This design comes from an exercise in tuning for small area on the open sky130 flow, not from production work. Where RTL was checked, it was by simulation tests only, not by an equivalence proof against the original.

rev 12:
## axis_xgmii_tx
module axis_xgmii_tx (
    input  logic        clk,
    input  logic        rst,
    input  logic [63:0] tdata_i,
    input  logic [7:0]  tkeep_i,
    input  logic        tvalid_i,
    input  logic        tlast_i,
    input  logic        tuser_i,
    output logic        tready_o,
    output logic [63:0] xgmii_d_o,
    output logic [7:0]  xgmii_c_o
);
    logic [63:0] d1_q;      
    logic [63:0] d2_q;      
    logic [31:0] crc_q;     
    logic [31:0] crc_d;
    logic [7:1]  keep_q;    
    logic        err_q;
    logic        tready_q, start_q, data_q, last_q, tail_q, term_q;
    logic        tready_d, start_d, data_d, last_d, tail_d, term_d;
    logic        hold;
    logic [7:0]  sel;
    tx_frame_ctrl ctrl0 (
        .rst      (rst),
        .tvalid_i (tvalid_i),
        .tlast_i  (tlast_i),
        .err_i    (err_q),
        .keep_i   ({keep_q, 1'b1}),
        .tready_i (tready_q),
        .start_i  (start_q),
        .data_i   (data_q),
        .last_i   (last_q),
        .tail_i   (tail_q),
        .term_i   (term_q),
        .tready_o (tready_d),
        .start_o  (start_d),
        .data_o   (data_d),
        .last_o   (last_d),
        .tail_o   (tail_d),
        .term_o   (term_d),
        .sel_o    (sel),
        .hold_o   (hold)
    );
    crc32_d64 crc0 (
        .inv_i  (crc_q),
        .beat_i (d1_q),
        .sel_i  (sel),
        .hold_i (hold),
        .inv_o  (crc_d)
    );
    xgmii_tail_pack pack0 (
        .start_i (start_q),
        .data_i  (data_q),
        .tail_i  (tail_q),
        .term_i  (term_q),
        .err_i   (err_q),
        .keep_i  ({keep_q, 1'b1}),
        .beat_i  (d2_q),
        .fcs_i   (crc_q),
        .d_o     (xgmii_d_o),
        .c_o     (xgmii_c_o)
    );
    assign tready_o = tready_q;
    always_ff @(posedge clk) begin
        d1_q     <= tdata_i;
        d2_q     <= d1_q;
        crc_q    <= crc_d;
        tready_q <= tready_d;
        start_q  <= start_d;
        data_q   <= data_d;
        last_q   <= last_d;
        tail_q   <= tail_d;
        term_q   <= term_d;
    end
    always_ff @(posedge clk) begin
        if (tready_q) begin
            keep_q <= tkeep_i[7:1];
            err_q  <= tuser_i;
        end
    end
endmodule
Settings: LEC_CHECK=0, CAP_MARGIN=20, CORE_MARGIN=2, CORE_UTILIZATION=50, CTS_BUF_LIST=sky130_fd_sc_hd__clkbuf_8, GPL_TIMING_DRIVEN=0, SETUP_SLACK_MARGIN=0.1, SLEW_MARGIN=20, SYNTH_HIERARCHICAL=1; clock period 9.0 ns.
standard.sh (not shown) runs the stock make flow with config.mk's settings and CLKGATE_MAP_FILE= SYNTH_SCRIPT=/design/flow/synth_recipe.tcl, a recipe that flattens the netlist after the stock synthesis.
==> flow/flow/run.sh <==
#!/bin/bash
# Layout: the standard flow (standard synthesis unchanged), with the input and
# output port buffers made of the smallest plain buffer cell.
set -euo pipefail
export BUFFER_PORTS_ARGS="-buffer_cell sky130_fd_sc_hd__buf_1"
bash standard.sh > standard_flow.log 2>&1
Inputs modified between rev 12 and rev 13:
- swapping 0.1 for 0.05 in SETUP_SLACK_MARGIN
- swapping 50 for 55 in CORE_UTILIZATION
- swapping 0 for 1 in GPL_TIMING_DRIVEN
Findings:
Looking at final core utilization across rev 13 and rev 12, the one that comes out lower is rev 12. The faster design of the two is rev 13; rev 12 tops out lower. Max sequential portion of the cell area across rev 13 and rev 12: rev 13. Of rev 13 and rev 12, the lower worst hold-check slack belongs to rev 12. Rev 12 → rev 13: share of post-route cells with drive strength above 1 saw a decrease; number of post-CTS setup repair buffers shrank by 1; clock buffer count from CTS flat.


## 09-22
Starting RTL as in the previous note.
// axis_xgmii_tx
module axis_xgmii_tx (
    input  logic        clk,
    input  logic        rst,
    input  logic [63:0] tdata_i,
    input  logic [7:0]  tkeep_i,
    input  logic        tvalid_i,
    input  logic        tlast_i,
    input  logic        tuser_i,
    output logic        tready_o,
    output logic [63:0] xgmii_d_o,
    output logic [7:0]  xgmii_c_o
);
export LEC_CHECK = 0
export CAP_MARGIN = 20
export CELL_PAD_IN_SITES_DETAIL_PLACEMENT = 0
export CELL_PAD_IN_SITES_GLOBAL_PLACEMENT = 0
export CORE_MARGIN = 2
export CORE_UTILIZATION = 55
export CTS_BUF_LIST = sky130_fd_sc_hd__clkbuf_8
export GPL_TIMING_DRIVEN = 1
export SETUP_SLACK_MARGIN = 0.05
export SLEW_MARGIN = 20
export SYNTH_HIERARCHICAL = 1
create_clock -name core_clock -period 9.0 [get_ports {clk}]
Scripts as last shown in full above: flow/flow/run.sh
[inputs] 11-20 vs 09-22
Settings: changing GPL_TIMING_DRIVEN from 1 to 0; removing CELL_PAD_IN_SITES_DETAIL_PLACEMENT (formerly 0); changing CORE_UTILIZATION from 55 to 40; removing CELL_PAD_IN_SITES_GLOBAL_PLACEMENT (formerly 0).
==> flow/flow/run.sh <==
#!/bin/bash
# Layout: the standard flow (standard synthesis unchanged), with the port buffers made of
# the smallest plain buffer and downsizing where slack allows.
set -euo pipefail
export BUFFER_PORTS_ARGS="-buffer_cell sky130_fd_sc_hd__buf_1"
export RECOVER_POWER=100
bash standard.sh > standard_flow.log 2>&1
Findings:
The layout from 11-20, despite a flow that completed every stage, fails the layout checks, with the failing checks listed as max-capacitance violations, max-slew violations.
Per the comparison of 11-20 with 09-22, wire length of the first global-routing pass higher, die area higher, wire length higher, multi-input combinational cell area higher.
From 09-22 to 11-20 the numbers moved as follows: wire length the detailed router placed on met1 increased by about 5% relative to the old numbers, met3 track demand over resource increased by 0.46 points relative to the old numbers.


Another version of the RTL of axis_xgmii_tx (not shown whole).
Size: about 1200 cells after synthesis, about 150 I/O pins, ~13000 um^2 of cells after synthesis.
clock: 9.0 ns
lec_check: 0
cap_margin: 20
core_margin: 2
core_utilization: 55
cts_buf_list: sky130_fd_sc_hd__clkbuf_4 sky130_fd_sc_hd__clkbuf_8
gpl_timing_driven: 1
setup_slack_margin: 0.05
slew_margin: 20
synth_hierarchical: 1
==> flow/flow/run.sh <==
#!/bin/bash
# Layout: the standard flow (standard synthesis unchanged), with the input and
# output port buffers made of the smallest plain buffer cell.
set -euo pipefail
export BUFFER_PORTS_ARGS="-buffer_cell sky130_fd_sc_hd__buf_1"
bash standard.sh > standard_flow.log 2>&1
Edit:
Settings changed: CTS_BUF_LIST sky130_fd_sc_hd__clkbuf_4 sky130_fd_sc_hd__clkbuf_8 to sky130_fd_sc_hd__clkbuf_8, SETUP_SLACK_MARGIN 0.05 to 0.0.
After rerunning:
- setup slack loses 0.073 ns
- cell area is about the same
- via count grows by 0.38%
- non-clock buffer count does not change
- count of clock-buffer cells in the layout stays the same
- global-route usage stays the same
- core utilization goes down by 0.13 points
- flip-flop and latch count does not change
No functional check of the RTL was part of any run of this note.


RTL: one of the versions met above, not the one the previous note started from.
For scale: about 1200 cells after synthesis, ~150 I/O pins, about 13000 um^2 of cells after synthesis.
clock: 9.0 ns
lec_check: 0
cap_margin: 20
core_margin: 2
core_utilization: 40
cts_buf_list: sky130_fd_sc_hd__clkbuf_8
gpl_timing_driven: 0
setup_slack_margin: 0.05
slew_margin: 20
synth_hierarchical: 1
Scripts as last shown in full above: flow/flow/run.sh
==> next run, changes <==
==> flow/flow/run.sh (replaced) <==
#!/bin/bash
# Layout: the standard flow (standard synthesis unchanged), with the port buffers made of
# the smallest plain buffer and downsizing where slack allows.
set -euo pipefail
export BUFFER_PORTS_ARGS="-buffer_cell sky130_fd_sc_hd__buf_1"
export RECOVER_POWER=100
bash standard.sh > standard_flow.log 2>&1
- CORE_UTILIZATION: 40 -> 60
- cell count drops by 6.8%
- sequential cell count stays the same
- final area came out lower by 1.6%
- worst setup slack is worse by 160 ps
- critical path depth drops by 2
- global-route usage goes up by 12 points
- register-to-register slack is worse by 160 ps
==> next run, changes <==
==> flow/flow/run.sh (replaced) <==
#!/bin/bash
# Layout: the standard flow (standard synthesis unchanged), with the input and
# output port buffers made of the smallest plain buffer cell.
set -euo pipefail
export BUFFER_PORTS_ARGS="-buffer_cell sky130_fd_sc_hd__buf_1"
bash standard.sh > standard_flow.log 2>&1
- CORE_UTILIZATION: 60 -> 40
- GPL_TIMING_DRIVEN: 0 -> 1
The changed run completed without violations.
Worst setup slack is better by 230 ps.
Cell area came out lower slightly.
Routed wire length came out higher by a few percent.
First-iteration DRC count came out lower by about a fifth.
Non-clock buffer count came out higher by 64.
Count of clock-buffer cells in the layout stays the same.
Final cell count came out higher by roughly a tenth.
Clock skew came out higher by 4.3 ps.
Sequential share of layout area came out higher by 0.21 points.
Register-to-register slack is better by 230 ps.
==> next run, changes <==
==> flow/flow/run.sh (replaced) <==
#!/bin/bash
# Layout: the standard flow (standard synthesis unchanged), with the input and
# output port buffers made of the smallest plain buffer cell, and timing-driven global
# placement keeping only the resizer changes made once the placement has spread out.
set -euo pipefail
export BUFFER_PORTS_ARGS="-buffer_cell sky130_fd_sc_hd__buf_1"
export GPL_KEEP_OVERFLOW=0.3
bash standard.sh > standard_flow.log 2>&1
- CORE_UTILIZATION: 40 -> 55
Maximum frequency is lower by 0.60%.
Wire length is lower by 2.0%.
Worst setup slack loses 52 ps.
Non-clock buffer count is higher by 18.
Final cell count is lower by 4.9%.
Core utilization is higher by 17 points.
Hold slack gains 32 ps.
Die area is lower by 27%.
Synthesized cell count is unchanged.
==> next run, changes <==
--- a/flow/flow/run.sh
+++ b/flow/flow/run.sh
@@ -6,3 +6,3 @@
 export BUFFER_PORTS_ARGS="-buffer_cell sky130_fd_sc_hd__buf_1"
-export GPL_KEEP_OVERFLOW=0.3
+export GPL_KEEP_OVERFLOW=0
 bash standard.sh > standard_flow.log 2>&1
Wire length is lower by 3.2%.
Register-to-register slack loses 90 ps.
Utilization is higher by 0.48 points.


== run A ==
Another version of the RTL of axis_xgmii_tx (not shown whole).
Size in the first run: about 1000 cells after synthesis, roughly 170 flip-flops.
==> flow/config.mk <==
export PLATFORM = sky130hd
export DESIGN_NAME = axis_xgmii_tx
export DESIGN_NICKNAME = axis_xgmii_tx
export VERILOG_FILES = /design/flow/design.v
export SDC_FILE = /design/flow/constraint.sdc
export NUM_CORES = 4
export LEC_CHECK = 0
export CAP_MARGIN = 20
export CORE_MARGIN = 2
export CORE_UTILIZATION = 40
export GPL_TIMING_DRIVEN = 0
export SETUP_SLACK_MARGIN = 0.05
export SLEW_MARGIN = 20
export SYNTH_HIERARCHICAL = 1
==> flow/constraint.sdc <==
create_clock -name core_clock -period 9.0 [get_ports {clk}]
set_input_delay 1.8000 -clock core_clock [delete_from_list [all_inputs] [get_ports {clk}]]
set_output_delay 1.8000 -clock core_clock [all_outputs]
set_load 0.01 [all_outputs]
==> flow/flow/run.sh <==
#!/bin/bash
# Layout: the standard flow (standard synthesis unchanged), with the port buffers made of
# the smallest plain buffer and downsizing where slack allows.
set -euo pipefail
export BUFFER_PORTS_ARGS="-buffer_cell sky130_fd_sc_hd__buf_1"
export RECOVER_POWER=100
bash standard.sh > standard_flow.log 2>&1
The final layout from run A, which completed every stage, passed the timing, DRC and antenna checks at the end of the flow.
--- input diff run A..run R ---
Settings: SETUP_SLACK_MARGIN now 0.2, was 0.05.
==> flow/flow/run.sh <==
#!/bin/bash
# Layout: the standard flow (standard synthesis unchanged), with the input and
# output port buffers made of the smallest plain buffer cell.
set -euo pipefail
export BUFFER_PORTS_ARGS="-buffer_cell sky130_fd_sc_hd__buf_1"
bash standard.sh > standard_flow.log 2>&1
### Flow results
- Final cell count, run R and run A: higher on run R
- For run A, the standard cell with the maximum stage delay on the critical path was dfxtp_1, unlike run R, where it was xnor2_1.
- The lower final area of run R and run A is in run A.
- The count of multi-input gates on run R is in line with that on run A.
Function was not checked in any run of this note: the RTL went through the layout flow alone.


## trial 10
Starting RTL as in the previous note.
clock: 9.0 ns
lec_check: 0
cap_margin: 20
core_margin: 2
core_utilization: 40
gpl_timing_driven: 0
setup_slack_margin: 0.2
slew_margin: 20
synth_hierarchical: 1
==> flow/flow/run.sh <==
#!/bin/bash
# Layout: the standard flow (standard synthesis unchanged), with the port buffers made of
# the smallest plain buffer, timing repair by sizing only, and downsizing where slack allows.
set -euo pipefail
export BUFFER_PORTS_ARGS="-buffer_cell sky130_fd_sc_hd__buf_1"
export SETUP_MOVE_SEQUENCE="unbuffer,sizeup,swap"
export RECOVER_POWER=100
bash standard.sh > standard_flow.log 2>&1
[trial 10] flow finished | final checks: failed | reasons: negative setup slack
The following lists how trial 90 was set up differently from trial 10:
# trial 10
export LEC_CHECK = 0
export CAP_MARGIN = 20
export CORE_MARGIN = 2
export CORE_UTILIZATION = 40
export GPL_TIMING_DRIVEN = 0
export SETUP_SLACK_MARGIN = 0.2
export SLEW_MARGIN = 20
export SYNTH_HIERARCHICAL = 1
create_clock -name core_clock -period 9.0 [get_ports {clk}]
# trial 90
export LEC_CHECK = 0
export CAP_MARGIN = 20
export CORE_MARGIN = 2
export CORE_UTILIZATION = 55
export CTS_BUF_LIST = sky130_fd_sc_hd__clkbuf_8
export GPL_TIMING_DRIVEN = 1
export SETUP_SLACK_MARGIN = 0.05
export SLEW_MARGIN = 20
export SYNTH_HIERARCHICAL = 1
create_clock -name core_clock -period 9.0 [get_ports {clk}]
==> flow/flow/run.sh <==
#!/bin/bash
# Layout: the standard flow (standard synthesis unchanged), with the input and
# output port buffers made of the smallest plain buffer cell.
set -euo pipefail
export BUFFER_PORTS_ARGS="-buffer_cell sky130_fd_sc_hd__buf_1"
bash standard.sh > standard_flow.log 2>&1
Notes after the runs:
- The flow did not stop early for trial 90: all stages ran, and the layout cleared the timing, DRC and antenna checks.
- Compared with trial 10, trial 90 shows global routing met2 resource utilization higher by 14 points.
- Sequential share of cell area (lower): trial 10
- Clock period minus final worst setup slack: trial 90 vs trial 10 down 0.69 ns
- Of the two values seen for cell with the largest stage delay on the worst path, xnor2_1 was produced by trial 90 and xnor3_2 by trial 10.
- Trial 90 reports its critical path capture point as crc_q[21]$_DFF_P_ while trial 10 reports crc_q[23]$_DFF_P_.
- Route | trial 90 vs trial 10 | wire shorter in trial 90
- Trial 90: utilization of the core after routing 15 points above trial 10
Function was not checked in any run of this note: the RTL went through the layout flow alone.


Another version of the RTL of axis_xgmii_tx (not shown whole).
Size: roughly 1100 cells after synthesis, roughly 170 flip-flops, roughly 0.012 mm² of cells after synthesis.
==> flow/config.mk <==
export PLATFORM = sky130hd
export DESIGN_NAME = axis_xgmii_tx
export DESIGN_NICKNAME = axis_xgmii_tx
export VERILOG_FILES = /design/flow/design.v
export SDC_FILE = /design/flow/constraint.sdc
export NUM_CORES = 4
export LEC_CHECK = 0
export CAP_MARGIN = 20
export CORE_MARGIN = 2
export CORE_UTILIZATION = 55
export CTS_BUF_LIST = sky130_fd_sc_hd__clkbuf_8
export GPL_TIMING_DRIVEN = 1
export SETUP_SLACK_MARGIN = 0.05
export SLEW_MARGIN = 20
export SYNTH_HIERARCHICAL = 1
==> flow/constraint.sdc <==
create_clock -name core_clock -period 9.0 [get_ports {clk}]
set_input_delay 1.8000 -clock core_clock [delete_from_list [all_inputs] [get_ports {clk}]]
set_output_delay 1.8000 -clock core_clock [all_outputs]
set_load 0.01 [all_outputs]
==> flow/flow/run.sh <==
#!/bin/bash
# Layout: the standard synthesis unchanged, then the standard flow for the rest with
# the input and output port buffers made of the smallest plain buffer cell and the larger
# plain buffers left out of placement and timing repair.
set -euo pipefail
bash standard.sh synth > standard_synth.log 2>&1
export BUFFER_PORTS_ARGS="-buffer_cell sky130_fd_sc_hd__buf_1"
export DONT_USE_CELLS="sky130_fd_sc_hd__buf_4 sky130_fd_sc_hd__buf_6 sky130_fd_sc_hd__buf_8"
bash standard.sh > standard_flow.log 2>&1
The starting point completed with no timing, DRC or antenna violations.
Rerun with:
==> flow/flow/run.sh (replaced) <==
#!/bin/bash
# Layout: the standard flow (standard synthesis unchanged), with the input and
# output port buffers made of the smallest plain buffer cell.
set -euo pipefail
export BUFFER_PORTS_ARGS="-buffer_cell sky130_fd_sc_hd__buf_1"
bash standard.sh > standard_flow.log 2>&1
- CTS_CLUSTER_DIAMETER: default -> 100
- CTS_CLUSTER_SIZE: default -> 20
After rerunning: Register-to-register slack barely changes. Via count does not change. Global-route usage stays the same. Final area stays the same. Fmax is unchanged. Worst setup slack does not change. Area after synthesis does not change. Wire length does not change. Cell count is unchanged. Utilization is unchanged.

static timing again, ports no longer ideal:
The flow's constraints put no driver on any port. The routed layouts listed below were extracted and timed again, unchanged, in two steps. Step 1 sets driving cells, clkbuf_16 on the clock port and buf_2 on the other inputs (assumed; they add their load-dependent delay and slew). Step 2 adds t to the input delays and takes it off the output delays; t is the mean of the earliest and latest rising clock arrival at the registers after step 1. Input paths then give back, and output paths get back, about the clock's delay inside the block. Slacks: ideal ports / drivers / drivers and shift; pairs: ideal ports / drivers.
run	t (ns)	setup slack, ns	cell pins on the clock port's net
rev 12	0.508	0.201 / 0.201 / 0.201	1
rev 13	0.518	0.427 / 0.427 / 0.427	1
09-22	0.518	0.427 / 0.427 / 0.427	1
11-20	0.548	0.324 / 0.324 / 0.324	1
the first run of note 3	0.520	0.402 / 0.402 / 0.402	1
the second run of note 3	0.518	0.329 / 0.329 / 0.329	1
the first run of note 4	0.549	0.348 / 0.348 / 0.348	1
the second run of note 4	0.522	0.193 / 0.193 / 0.193	1
the third run of note 4	0.538	0.422 / 0.422 / 0.422	1
the fourth run of note 4	0.515	0.370 / 0.370 / 0.370	1
the fifth run of note 4	0.526	0.276 / 0.276 / 0.276	1
run A	0.500	0.287 / 0.287 / 0.287	1
run R	0.504	0.283 / 0.283 / 0.283	1
trial 10	0.502	-0.410 / -0.410 / -0.410	1
trial 90	0.521	0.275 / 0.275 / 0.275	1
the first run of note 7	0.506	0.608 / 0.608 / 0.608	1
the second run of note 7	0.506	0.608 / 0.608 / 0.608	1
